From an optimization exercise on the open Yosys and OpenROAD flow, aimed at small area, a short achievable clock period and few clock cycles; shortcuts taken in it are not production practice.
Where RTL was checked, it was by simulation tests only, not by an equivalence proof against the original.
No activity file was given, so power comes from the tool's default toggle rates.

== fjord ==
==> module g2048_top, before the edit <==
module g2048_top (
	input  logic        clk,
	input  logic        rst_n,
	input  logic        cyc,
	input  logic        stb,
	input  logic        we,
	input  logic [4:0]  adr,
	input  logic [31:0] dat_w,
	output logic [31:0] dat_r,
	output logic        ack
);
function automatic [3:0] board_index(input [1:0] dir, input integer k, input integer i);
	integer r;
	integer c;
	integer idx;
	begin
		case (dir)
			2'd0: begin
				r = k;
				c = i;
			end
			2'd1: begin
				r = k;
				c = 4 - 1 - i;
			end
			2'd2: begin
				r = i;
				c = k;
			end
			default: begin  
				r = 4 - 1 - i;
				c = k;
			end
		endcase
		idx = r * 4 + c;
		board_index = idx[3:0];
	end
endfunction
	logic [63:0] board;       
	logic [3:0]  lfsr;
	logic [3:0]  ph;          
	logic        pend;        
	logic [1:0]  dir;
	logic        chg;         
	logic [3:0]  rdat;
	logic        rst_q;       
	logic        wr_pend;     
	logic [3:0]  wr_adr;      
	logic        busy;
	logic        req;
	logic        wr_move;
	logic [15:0] wr_cell;     
	logic [15:0] line;        
	logic [15:0] merged;
	logic        changed;
	logic [15:0] wrev;        
	logic        sel_row;     
	logic        sel_col;     
	logic [3:0]  lfsr_next;
	logic [15:0] put;
	logic [63:0] cur;         
	logic        win;
	logic        lose;
	logic [3:0]  rd_data;
	assign busy    = |ph;
	assign req     = cyc && stb && !ack && !busy && !rst_q;
	assign wr_move = req && we && (adr == 5'd16);
	always_comb begin
		for (int i = 0; i < 4; i++)
			line[4*i +: 4] = board[4*board_index(dir, 0, i) +: 4];
	end
	line_merge u_merge (
		.line_in  (line),
		.line_out (merged),
		.changed  (changed)
	);
	always_comb begin
		for (int k = 0; k < 4; k++)
			wrev[4*k +: 4] = dir[0] ? merged[4*(3 - k) +: 4] : merged[4*k +: 4];
	end
	assign lfsr_next = {lfsr[2:0], lfsr[3] ^ lfsr[2]};
	always_comb begin
		logic [15:0] empty;
		logic [15:0] upper;
		logic [3:0]  ru;          
		logic [3:0]  re;          
		logic [15:0] fu;          
		logic [15:0] fe;
		logic [3:0]  gu;          
		logic [3:0]  ge;
		for (int r = 0; r < 4; r++)
			for (int c = 0; c < 4; c++) begin
				empty[4*r + c] = (board[4*(4*r + c) +: 4] == 4'd0);
				upper[4*r + c] = empty[4*r + c]
				                 && (r > lfsr_next[3:2] || (r == lfsr_next[3:2] && c >= lfsr_next[1:0]));
			end
		for (int r = 0; r < 4; r++) begin
			ru[r] = |upper[4*r +: 4];
			re[r] = |empty[4*r +: 4];
			for (int c = 0; c < 4; c++) begin
				fu[4*r + c] = upper[4*r + c];
				fe[4*r + c] = empty[4*r + c];
				for (int k = 0; k < c; k++) begin
					if (upper[4*r + k]) fu[4*r + c] = 1'b0;
					if (empty[4*r + k]) fe[4*r + c] = 1'b0;
				end
			end
		end
		for (int r = 0; r < 4; r++) begin
			gu[r] = ru[r];
			ge[r] = re[r];
			for (int k = 0; k < r; k++) begin
				if (ru[k]) gu[r] = 1'b0;
				if (re[k]) ge[r] = 1'b0;
			end
		end
		for (int j = 0; j < 16; j++)
			put[j] = pend && chg && ((|ru) ? (gu[j/4] && fu[j]) : (ge[j/4] && fe[j]));
		cur = board;
		for (int j = 0; j < 16; j++)
			cur[4*j] = board[4*j] | put[j];
	end
	always_comb begin
		logic full;
		logic pair;
		win  = 1'b0;
		full = 1'b1;
		pair = 1'b0;
		for (int q = 0; q < 16; q++) begin
			if (cur[4*q +: 4] == 4'd0) full = 1'b0;
			if (cur[4*q +: 4] == 11) win = 1'b1;
		end
		for (int r = 0; r < 4; r++)
			for (int c = 0; c < 3; c++)
				if (cur[4*(4*r + c) +: 4] == cur[4*(4*r + c + 1) +: 4]) pair = 1'b1;
		for (int r = 0; r < 3; r++)
			for (int c = 0; c < 4; c++)
				if (cur[4*(4*r + c) +: 4] == cur[4*(4*r + c + 4) +: 4]) pair = 1'b1;
		lose = full && !pair;
	end
	always_comb begin
		logic [3:0] row_hit;
		logic [3:0] col_hit;
		logic [3:0] cellv;
		logic [3:0] stv;
		for (int k = 0; k < 4; k++) begin
			row_hit[k] = (adr[3:2] == k) && !adr[4];
			col_hit[k] = (adr[1:0] == k);
		end
		cellv = 4'd0;
		for (int r = 0; r < 4; r++)
			for (int c = 0; c < 4; c++)
				cellv = cellv | ({4{row_hit[r] && col_hit[c]}} & cur[4*(4*r + c) +: 4]);
		stv     = (adr == 5'd17) ? {1'b0, lose, win, busy} : 4'd0;
		rd_data = cellv | stv;
	end
	always_comb begin
		for (int j = 0; j < 16; j++)
			wr_cell[j] = wr_pend && !rst_q && (wr_adr == j);
	end
	assign sel_row = busy && !dir[1] && !rst_q;
	assign sel_col = busy && dir[1] && !rst_q;
	always_ff @(posedge clk) begin
		for (int r = 0; r < 4; r++)
			for (int c = 0; c < 4; c++)
				board[4*(4*r + c) +: 4] <=
					({4{!busy && !wr_cell[4*r + c] && !rst_q}} & cur[4*(4*r + c) +: 4])
					| ({4{wr_cell[4*r + c]}} & dat_w[3:0])
					| ({4{sel_row}} & ((r < 3) ? board[4*(4*(r + 1) + c) +: 4] : wrev[4*c +: 4]))
					| ({4{sel_col}} & ((c < 3) ? board[4*(4*r + c + 1) +: 4] : wrev[4*r +: 4]));
	end
	always_ff @(posedge clk) begin
		if (!rst_n)
			ack <= 1'b0;
		else
			ack <= req;
		rst_q   <= !rst_n;
		wr_pend <= rst_n && req && we && !adr[4];
		wr_adr  <= adr[3:0];
	end
	always_ff @(posedge clk) begin
		if (rst_q) begin
			ph   <= 4'd0;
			pend <= 1'b0;
			lfsr <= 4'b1001;
		end else begin
			ph   <= {ph[2:0], wr_move};
			pend <= ph[3];
			if (pend && chg)
				lfsr <= lfsr_next;
		end
	end
	always_ff @(posedge clk) begin
		if (!busy)
			dir <= dat_w[1:0];
		chg  <= busy && ((!ph[0] && chg) || changed);
		rdat <= rd_data;
	end
	assign dat_r = {28'd0, rdat};
endmodule
export LEC_CHECK = 0
export CAP_MARGIN = 20
export CORE_MARGIN = 2
export CORE_UTILIZATION = 40
export CTS_BUF_LIST = sky130_fd_sc_hd__clkbuf_4 sky130_fd_sc_hd__clkbuf_8
export SLEW_MARGIN = 20
create_clock -name core_clock -period 30.0 [get_ports {clk}]
standard.sh (not shown) runs the stock make flow with config.mk's settings and CLKGATE_MAP_FILE= SYNTH_SCRIPT=/design/flow/synth_recipe.tcl, a recipe that flattens the netlist after the stock synthesis.
==> flow/flow/run.sh <==
#!/bin/bash
# Layout flow: the standard ORFS flow, with synthesis changed only in its
# technology mapping: no adder extraction (ADDER_MAP_FILE empty) and an
# area-oriented ABC script for the combinational logic, then ABC gate sizing. Registers, their
# names and cell types are as the standard synthesis makes them. The port
# buffers are buf_4 instead of the flow's pick. One tie cell drives all the
# constant outputs. Clock tree synthesis adds no dummy loads.
set -euo pipefail
HERE=$(pwd)
FLOW_DIR=$HERE/flow

# The read mux (from the address inputs to the read data register) is mapped
# on its own for depth first, as the address arrives late in the cycle; the
# rest of the logic is mapped for area.
cat > $HERE/own_synth.tcl <<'TCL'
proc abc {args} {
  set i [lsearch -exact $args -script]
  set stop ":-sky130_fd_sc_hd__dfxtp_1:-sky130_fd_sc_hd__edfxtp_1"
  yosys select -set rdmux i:adr %co*$stop c:rdat* %ci1 %ci*$stop %i {t:$_*} %i
  yosys tee -q -o $::env(OWN_FLOW_DIR)/../rdmux_cells.txt select -list @rdmux
  set fast $args
  lset fast [expr { $i + 1 }] $::env(OWN_FLOW_DIR)/abc_fast.script
  yosys abc {*}$fast -dont_use sky130_fd_sc_hd__mux4_1 -dont_use sky130_fd_sc_hd__mux4_2 -dont_use sky130_fd_sc_hd__mux4_4 @rdmux
  lset args [expr { $i + 1 }] $::env(OWN_FLOW_DIR)/abc_area.script
  yosys abc {*}$args
}
TCL
echo "source $HERE/synth_recipe.tcl" >> $HERE/own_synth.tcl
export OWN_FLOW_DIR=$FLOW_DIR

sed -e "s#SYNTH_SCRIPT=[^ ]*#SYNTH_SCRIPT=$HERE/own_synth.tcl ADDER_MAP_FILE= SKIP_REPAIR_TIE_FANOUT=1 SYNTH_INSBUF=0 BUFFER_PORTS_ARGS='-buffer_cell sky130_fd_sc_hd__buf_4' CTS_ARGS='-sink_clustering_enable -repair_clock_nets -buf_list {sky130_fd_sc_hd__clkbuf_4 sky130_fd_sc_hd__clkbuf_8} -dont_use_dummy_load'#" standard.sh > $HERE/own_standard.sh
grep -q "own_synth.tcl" $HERE/own_standard.sh

bash $HERE/own_standard.sh finish > $HERE/make_finish.log 2>&1
==> flow/flow/abc_area.script <==
strash
&get -n
&fraig -x
&put
scorr
dc2
balance
rewrite
refactor
balance
rewrite
rewrite -z
balance
refactor -z
rewrite -z
balance
strash
dch -f
amap
topo
stime -c
upsize -c -D 5000
dnsize -c -D 5000
==> flow/flow/abc_fast.script <==
strash
&get -n
&fraig -x
&put
scorr
dc2
strash
&get -n
&dch -f
&if -g -K 6
&synch2
&nf
&put
topo
stime -c
buffer -c
upsize -c
dnsize -c
> inputs changed (fjord -> zinc)
-- flow/design.v --
<<< fjord, line 220
	end
	always_comb begin
		logic [3:0] row_hit;
		logic [3:0] col_hit;
		logic [3:0] cellv;
		logic [3:0] stv;
		for (int k = 0; k < 4; k++) begin
			row_hit[k] = (adr[3:2] == k) && !adr[4];
			col_hit[k] = (adr[1:0] == k);
		end
		cellv = 4'd0;
		for (int r = 0; r < 4; r++)
			for (int c = 0; c < 4; c++)
				cellv = cellv | ({4{row_hit[r] && col_hit[c]}} & cur[4*(4*r + c) +: 4]);
		stv     = (adr == 5'd17) ? {1'b0, lose, win, busy} : 4'd0;
		rd_data = cellv | stv;
	end
	always_comb begin
>>> zinc, line 220
	end
	always_comb begin
		logic [3:0] rowv [4];
		logic [3:0] cellv;
		logic [3:0] stv;
		for (int r = 0; r < 4; r++)
			rowv[r] = adr[1] ? (adr[0] ? cur[4*(4*r + 3) +: 4] : cur[4*(4*r + 2) +: 4])
			                 : (adr[0] ? cur[4*(4*r + 1) +: 4] : cur[4*(4*r) +: 4]);
		cellv   = adr[3] ? (adr[2] ? rowv[3] : rowv[2]) : (adr[2] ? rowv[1] : rowv[0]);
		stv     = (adr[3:0] == 5'd17 - 5'd16) ? {1'b0, lose, win, busy} : 4'd0;
		rd_data = adr[4] ? stv : cellv;
	end
	always_comb begin
Re multiplexer area fraction after synthesis: zinc is 5.7 points up on fjord.
In the metrics for fjord and zinc, the one carrying the higher height of the die is zinc.
Per the comparison of zinc with fjord, design area saw an increase; filler cell count now sits lower.
Going from fjord to zinc, total placed cells including tap cells lost 34, count of plain and timing-repair buffers picked up an extra 7.7%, power shows a reduction of 2.1%, peak clock frequency supported by timing roughly the same.
Diff fjord -> zinc | post-synthesis instance total | down by a few percent
zinc vs fjord: length in cells of the worst reg-to-reg path down
The initial cell density of the core on fjord is in line with that on zinc.
zinc ends up with a share of power burned in the clock network that is 0.2 points lower than in fjord.
Testbench counts of zinc, summed over its fixed seeds: cycles 70,728.
No functional check of the RTL was part of fjord.

========
Setup of try-umber:
g2048_top, a different RTL version from the one above (not shown whole).
Size: about 75 I/O pins, roughly 7600 sq um of cells after synthesis.
==> module g2048_top, before the edit <==
module g2048_top (
	input  logic        clk,
	input  logic        rst_n,
	input  logic        cyc,
	input  logic        stb,
	input  logic        we,
	input  logic [4:0]  adr,
	input  logic [31:0] dat_w,
	output logic [31:0] dat_r,
	output logic        ack
);
function automatic [3:0] board_index(input [1:0] dir, input integer k, input integer i);
	integer r;
	integer c;
	integer idx;
	begin
		case (dir)
			2'd0: begin
				r = k;
				c = i;
			end
			2'd1: begin
				r = k;
				c = 4 - 1 - i;
			end
			2'd2: begin
				r = i;
				c = k;
			end
			default: begin  
				r = 4 - 1 - i;
				c = k;
			end
		endcase
		idx = r * 4 + c;
		board_index = idx[3:0];
	end
endfunction
	logic [63:0] board;       
	logic [3:0]  lfsr;
	logic [3:0]  ph;          
	logic        pend;        
	logic [1:0]  dir;
	logic        chg;         
	logic [3:0]  rdat;
	logic        rst_q;       
	logic        wr_pend;     
	logic        busy;
	logic        req;
	logic        wr_move;
	logic [15:0] wr_cell;     
	logic [3:0]  wr_dat;
	logic [15:0] line;        
	logic [15:0] merged;
	logic        changed;
	logic [63:0] shifted;
	logic [3:0]  lfsr_next;
	logic [15:0] put;
	logic [63:0] cur;         
	logic        win;
	logic        lose;
	logic [3:0]  rd_data;
	assign busy    = |ph;
	assign req     = cyc && stb && !ack && !busy && !rst_q;
	assign wr_move = req && we && (adr == 5'd16);
	always_comb begin
		for (int i = 0; i < 4; i++)
			line[4*i +: 4] = board[4*board_index(dir, 0, i) +: 4];
	end
	line_merge u_merge (
		.line_in  (line),
		.line_out (merged),
		.changed  (changed)
	);
	always_comb begin
		for (int r = 0; r < 4; r++)
			for (int c = 0; c < 4; c++)
				if (!dir[1]) begin
					if (r < 3)
						shifted[4*(4*r + c) +: 4] = board[4*(4*(r + 1) + c) +: 4];
					else if (dir[0])
						shifted[4*(4*r + c) +: 4] = merged[4*(3 - c) +: 4];
					else
						shifted[4*(4*r + c) +: 4] = merged[4*c +: 4];
				end else begin
					if (c < 3)
						shifted[4*(4*r + c) +: 4] = board[4*(4*r + c + 1) +: 4];
					else if (dir[0])
						shifted[4*(4*r + c) +: 4] = merged[4*(3 - r) +: 4];
					else
						shifted[4*(4*r + c) +: 4] = merged[4*r +: 4];
				end
	end
	assign lfsr_next = {lfsr[2:0], lfsr[3] ^ lfsr[2]};
	always_comb begin
		logic [15:0] empty;
		logic [15:0] upper;
		logic [3:0]  ru;          
		logic [3:0]  re;          
		logic [15:0] fu;          
		logic [15:0] fe;
		logic [3:0]  gu;          
		logic [3:0]  ge;
		for (int r = 0; r < 4; r++)
			for (int c = 0; c < 4; c++) begin
				empty[4*r + c] = (board[4*(4*r + c) +: 4] == 4'd0);
				upper[4*r + c] = empty[4*r + c]
				                 && (r > lfsr_next[3:2] || (r == lfsr_next[3:2] && c >= lfsr_next[1:0]));
			end
		for (int r = 0; r < 4; r++) begin
			ru[r] = |upper[4*r +: 4];
			re[r] = |empty[4*r +: 4];
			for (int c = 0; c < 4; c++) begin
				fu[4*r + c] = upper[4*r + c];
				fe[4*r + c] = empty[4*r + c];
				for (int k = 0; k < c; k++) begin
					if (upper[4*r + k]) fu[4*r + c] = 1'b0;
					if (empty[4*r + k]) fe[4*r + c] = 1'b0;
				end
			end
		end
		for (int r = 0; r < 4; r++) begin
			gu[r] = ru[r];
			ge[r] = re[r];
			for (int k = 0; k < r; k++) begin
				if (ru[k]) gu[r] = 1'b0;
				if (re[k]) ge[r] = 1'b0;
			end
		end
		for (int j = 0; j < 16; j++)
			put[j] = pend && chg && ((|ru) ? (gu[j/4] && fu[j]) : (ge[j/4] && fe[j]));
		cur = board;
		for (int j = 0; j < 16; j++)
			cur[4*j] = board[4*j] | put[j];
	end
	always_comb begin
		logic full;
		logic pair;
		win  = 1'b0;
		full = 1'b1;
		pair = 1'b0;
		for (int q = 0; q < 16; q++) begin
			if (cur[4*q +: 4] == 4'd0) full = 1'b0;
			if (cur[4*q +: 4] == 11) win = 1'b1;
		end
		for (int r = 0; r < 4; r++)
			for (int c = 0; c < 3; c++)
				if (cur[4*(4*r + c) +: 4] == cur[4*(4*r + c + 1) +: 4]) pair = 1'b1;
		for (int r = 0; r < 3; r++)
			for (int c = 0; c < 4; c++)
				if (cur[4*(4*r + c) +: 4] == cur[4*(4*r + c + 4) +: 4]) pair = 1'b1;
		lose = full && !pair;
	end
	always_comb begin
		logic [3:0] rowv [4];
		logic [3:0] cellv;
		logic [3:0] stv;
		for (int r = 0; r < 4; r++)
			rowv[r] = adr[1] ? (adr[0] ? cur[4*(4*r + 3) +: 4] : cur[4*(4*r + 2) +: 4])
			                 : (adr[0] ? cur[4*(4*r + 1) +: 4] : cur[4*(4*r) +: 4]);
		cellv   = adr[3] ? (adr[2] ? rowv[3] : rowv[2]) : (adr[2] ? rowv[1] : rowv[0]);
		stv     = (adr[3:0] == 5'd17 - 5'd16) ? {1'b0, lose, win, busy} : 4'd0;
		rd_data = adr[4] ? stv : cellv;
	end
	always_comb begin
		for (int j = 0; j < 16; j++)
			wr_cell[j] = rst_q || (wr_pend && (adr[3:0] == j));
		wr_dat = rst_q ? 4'd0 : dat_w[3:0];
	end
	always_ff @(posedge clk) begin
		for (int j = 0; j < 16; j++)
			if (wr_cell[j])
				board[4*j +: 4] <= wr_dat;
			else if (busy)
				board[4*j +: 4] <= shifted[4*j +: 4];
			else
				board[4*j +: 4] <= cur[4*j +: 4];
	end
	always_ff @(posedge clk) begin
		if (!rst_n)
			ack <= 1'b0;
		else
			ack <= req;
		rst_q   <= !rst_n;
		wr_pend <= rst_n && req && we && !adr[4];
	end
	always_ff @(posedge clk) begin
		if (rst_q) begin
			ph   <= 4'd0;
			pend <= 1'b0;
			lfsr <= 4'b1001;
		end else begin
			ph   <= {ph[2:0], wr_move};
			pend <= ph[3];
			if (pend && chg)
				lfsr <= lfsr_next;
		end
	end
	always_ff @(posedge clk) begin
		if (!busy)
			dir <= dat_w[1:0];
		chg  <= busy && ((!ph[0] && chg) || changed);
		rdat <= rd_data;
	end
	assign dat_r = {28'd0, rdat};
endmodule
clock: 30.0 ns
lec_check: 0
cap_margin: 20
core_margin: 2
core_utilization: 40
cts_buf_list: sky130_fd_sc_hd__clkbuf_4 sky130_fd_sc_hd__clkbuf_8
slew_margin: 20
==> flow/flow/run.sh <==
#!/bin/bash
# Layout flow: the standard ORFS flow, with synthesis changed only in its
# technology mapping: no adder extraction (ADDER_MAP_FILE empty) and an
# area-oriented ABC script for the combinational logic, then ABC gate sizing. Registers, their
# names and cell types are as the standard synthesis makes them. The port
# buffers are buf_4 instead of the flow's pick. One tie cell drives all the
# constant outputs.
set -euo pipefail
HERE=$(pwd)
FLOW_DIR=$HERE/flow

# The read mux (from the address inputs to the read data register) is mapped
# on its own for depth first, as the address arrives late in the cycle; the
# rest of the logic is mapped for area.
cat > $HERE/own_synth.tcl <<'TCL'
proc abc {args} {
  set i [lsearch -exact $args -script]
  set stop ":-sky130_fd_sc_hd__dfxtp_1:-sky130_fd_sc_hd__edfxtp_1"
  yosys select -set rdmux i:adr %co*$stop c:rdat* %ci1 %ci*$stop %i {t:$_*} %i
  yosys tee -q -o $::env(OWN_FLOW_DIR)/../rdmux_cells.txt select -list @rdmux
  set fast $args
  lset fast [expr { $i + 1 }] $::env(OWN_FLOW_DIR)/abc_fast.script
  yosys abc {*}$fast @rdmux
  lset args [expr { $i + 1 }] $::env(OWN_FLOW_DIR)/abc_area.script
  yosys abc {*}$args
}
TCL
echo "source $HERE/synth_recipe.tcl" >> $HERE/own_synth.tcl
export OWN_FLOW_DIR=$FLOW_DIR

sed -e "s#SYNTH_SCRIPT=[^ ]*#SYNTH_SCRIPT=$HERE/own_synth.tcl ADDER_MAP_FILE= SKIP_REPAIR_TIE_FANOUT=1 SYNTH_INSBUF=0 BUFFER_PORTS_ARGS='-buffer_cell sky130_fd_sc_hd__buf_4'#" standard.sh > $HERE/own_standard.sh
grep -q "own_synth.tcl" $HERE/own_standard.sh

bash $HERE/own_standard.sh finish > $HERE/make_finish.log 2>&1
==> flow/flow/abc_area.script <==
strash
&get -n
&fraig -x
&put
scorr
dc2
balance -l
resub -K 6 -l
rewrite -l
resub -K 6 -N 2 -l
refactor -l
resub -K 8 -l
balance -l
resub -K 8 -N 2 -l
rewrite -l
resub -K 10 -l
rewrite -z -l
resub -K 10 -N 2 -l
balance -l
resub -K 12 -l
refactor -z -l
resub -K 12 -N 2 -l
rewrite -z -l
balance -l
strash
dch -f
amap
topo
stime -c
upsize -c
dnsize -c
==> flow/flow/abc_fast.script <==
strash
&get -n
&fraig -x
&put
scorr
dc2
strash
&get -n
&dch -f
&if -g -K 6
&synch2
&nf
&put
[inputs] try-lagoon vs try-umber
--- a/flow/design.v
+++ b/flow/design.v
@@ -133,7 +133,9 @@
 	logic [15:0] line;        
 	logic [15:0] merged;
 	logic        changed;
-	logic [63:0] shifted;
+	logic [15:0] wrev;        
+	logic        sel_row;     
+	logic        sel_col;     
 	logic [3:0]  lfsr_next;
 	logic [15:0] put;
 	logic [63:0] cur;         
@@ -153,23 +155,8 @@
 		.changed  (changed)
 	);
 	always_comb begin
-		for (int r = 0; r < 4; r++)
-			for (int c = 0; c < 4; c++)
-				if (!dir[1]) begin
-					if (r < 3)
-						shifted[4*(4*r + c) +: 4] = board[4*(4*(r + 1) + c) +: 4];
-					else if (dir[0])
-						shifted[4*(4*r + c) +: 4] = merged[4*(3 - c) +: 4];
-					else
-						shifted[4*(4*r + c) +: 4] = merged[4*c +: 4];
-				end else begin
-					if (c < 3)
-						shifted[4*(4*r + c) +: 4] = board[4*(4*r + c + 1) +: 4];
-					else if (dir[0])
-						shifted[4*(4*r + c) +: 4] = merged[4*(3 - r) +: 4];
-					else
-						shifted[4*(4*r + c) +: 4] = merged[4*r +: 4];
-				end
+		for (int k = 0; k < 4; k++)
+			wrev[4*k +: 4] = dir[0] ? merged[4*(3 - k) +: 4] : merged[4*k +: 4];
 	end
 	assign lfsr_next = {lfsr[2:0], lfsr[3] ^ lfsr[2]};
 	always_comb begin
@@ -247,14 +234,16 @@
 			wr_cell[j] = rst_q || (wr_pend && (adr[3:0] == j));
 		wr_dat = rst_q ? 4'd0 : dat_w[3:0];
 	end
-	always_ff @(posedge clk) begin
-		for (int j = 0; j < 16; j++)
-			if (wr_cell[j])
-				board[4*j +: 4] <= wr_dat;
-			else if (busy)
-				board[4*j +: 4] <= shifted[4*j +: 4];
-			else
-				board[4*j +: 4] <= cur[4*j +: 4];
+	assign sel_row = busy && !dir[1] && !rst_q;
+	assign sel_col = busy && dir[1] && !rst_q;
+	always_ff @(posedge clk) begin
+		for (int r = 0; r < 4; r++)
+			for (int c = 0; c < 4; c++)
+				board[4*(4*r + c) +: 4] <=
+					({4{!busy && !wr_cell[4*r + c]}} & cur[4*(4*r + c) +: 4])
+					| ({4{wr_cell[4*r + c]}} & wr_dat)
+					| ({4{sel_row}} & ((r < 3) ? board[4*(4*(r + 1) + c) +: 4] : wrev[4*c +: 4]))
+					| ({4{sel_col}} & ((c < 3) ? board[4*(4*r + c + 1) +: 4] : wrev[4*r +: 4]));
 	end
 	always_ff @(posedge clk) begin
 		if (!rst_n)
## What came out
Routability congestion estimate from global placement: lower on try-lagoon. In the reports for try-umber and try-lagoon, the larger layout filler cell count belongs to try-umber. The run showing the greater combined buffer and inverter count along the critical path is try-lagoon. When try-lagoon is measured against try-umber, its setup slack on the worst flop-to-flop path turns out 20 ps lower. try-umber → try-lagoon: post-synthesis compound-gate area fraction climbed 1.1 points; count of nets left with antenna violations after detail routing comparable. Per the comparison of try-lagoon with try-umber, critical path data required time +40 ps, post-route non-filler standard cell count +2.8%, area of all placed cells without fillers -about 4%, post-layout minimum cycle time -240 ps. A most crowded layer after global routing of met2 is what try-umber shows, while met1 belongs to try-lagoon. Compared with try-umber, the router placed more vias in try-lagoon.
No run of this note included a check of the RTL's function; only the layout flow was run.

## static timing again, ports no longer ideal
The results above use ideal ports. As a check the final layouts listed here were re-extracted and re-timed, cells and wires unchanged. Step 1 assumes that a clkbuf_16 drives the clock port and a buf_2 every other input. Step 2, shift: input delay + t, output delay - t, t = (earliest + latest rising clock arrival at the registers) / 2. This alone moves slack from input paths to output paths. Slacks: ideal / step 1 / step 2; pairs: ideal / step 1.
run | t (ns) | slack for setup (ns) | worst setup path after step 2
fjord | 0.433 | 22.978 / 22.995 / 22.566 | input to register
zinc | 0.425 | 22.973 / 22.988 / 22.563 | input to register
try-umber | 0.420 | 22.332 / 22.347 / 21.927 | input to register
try-lagoon | 0.440 | 22.574 / 22.594 / 22.154 | input to register
After both steps setup and hold are still met in every run listed. For try-lagoon, which loses most, drivers alone change the setup slack by +0.020 ns; drivers and shift together by -0.420 ns.
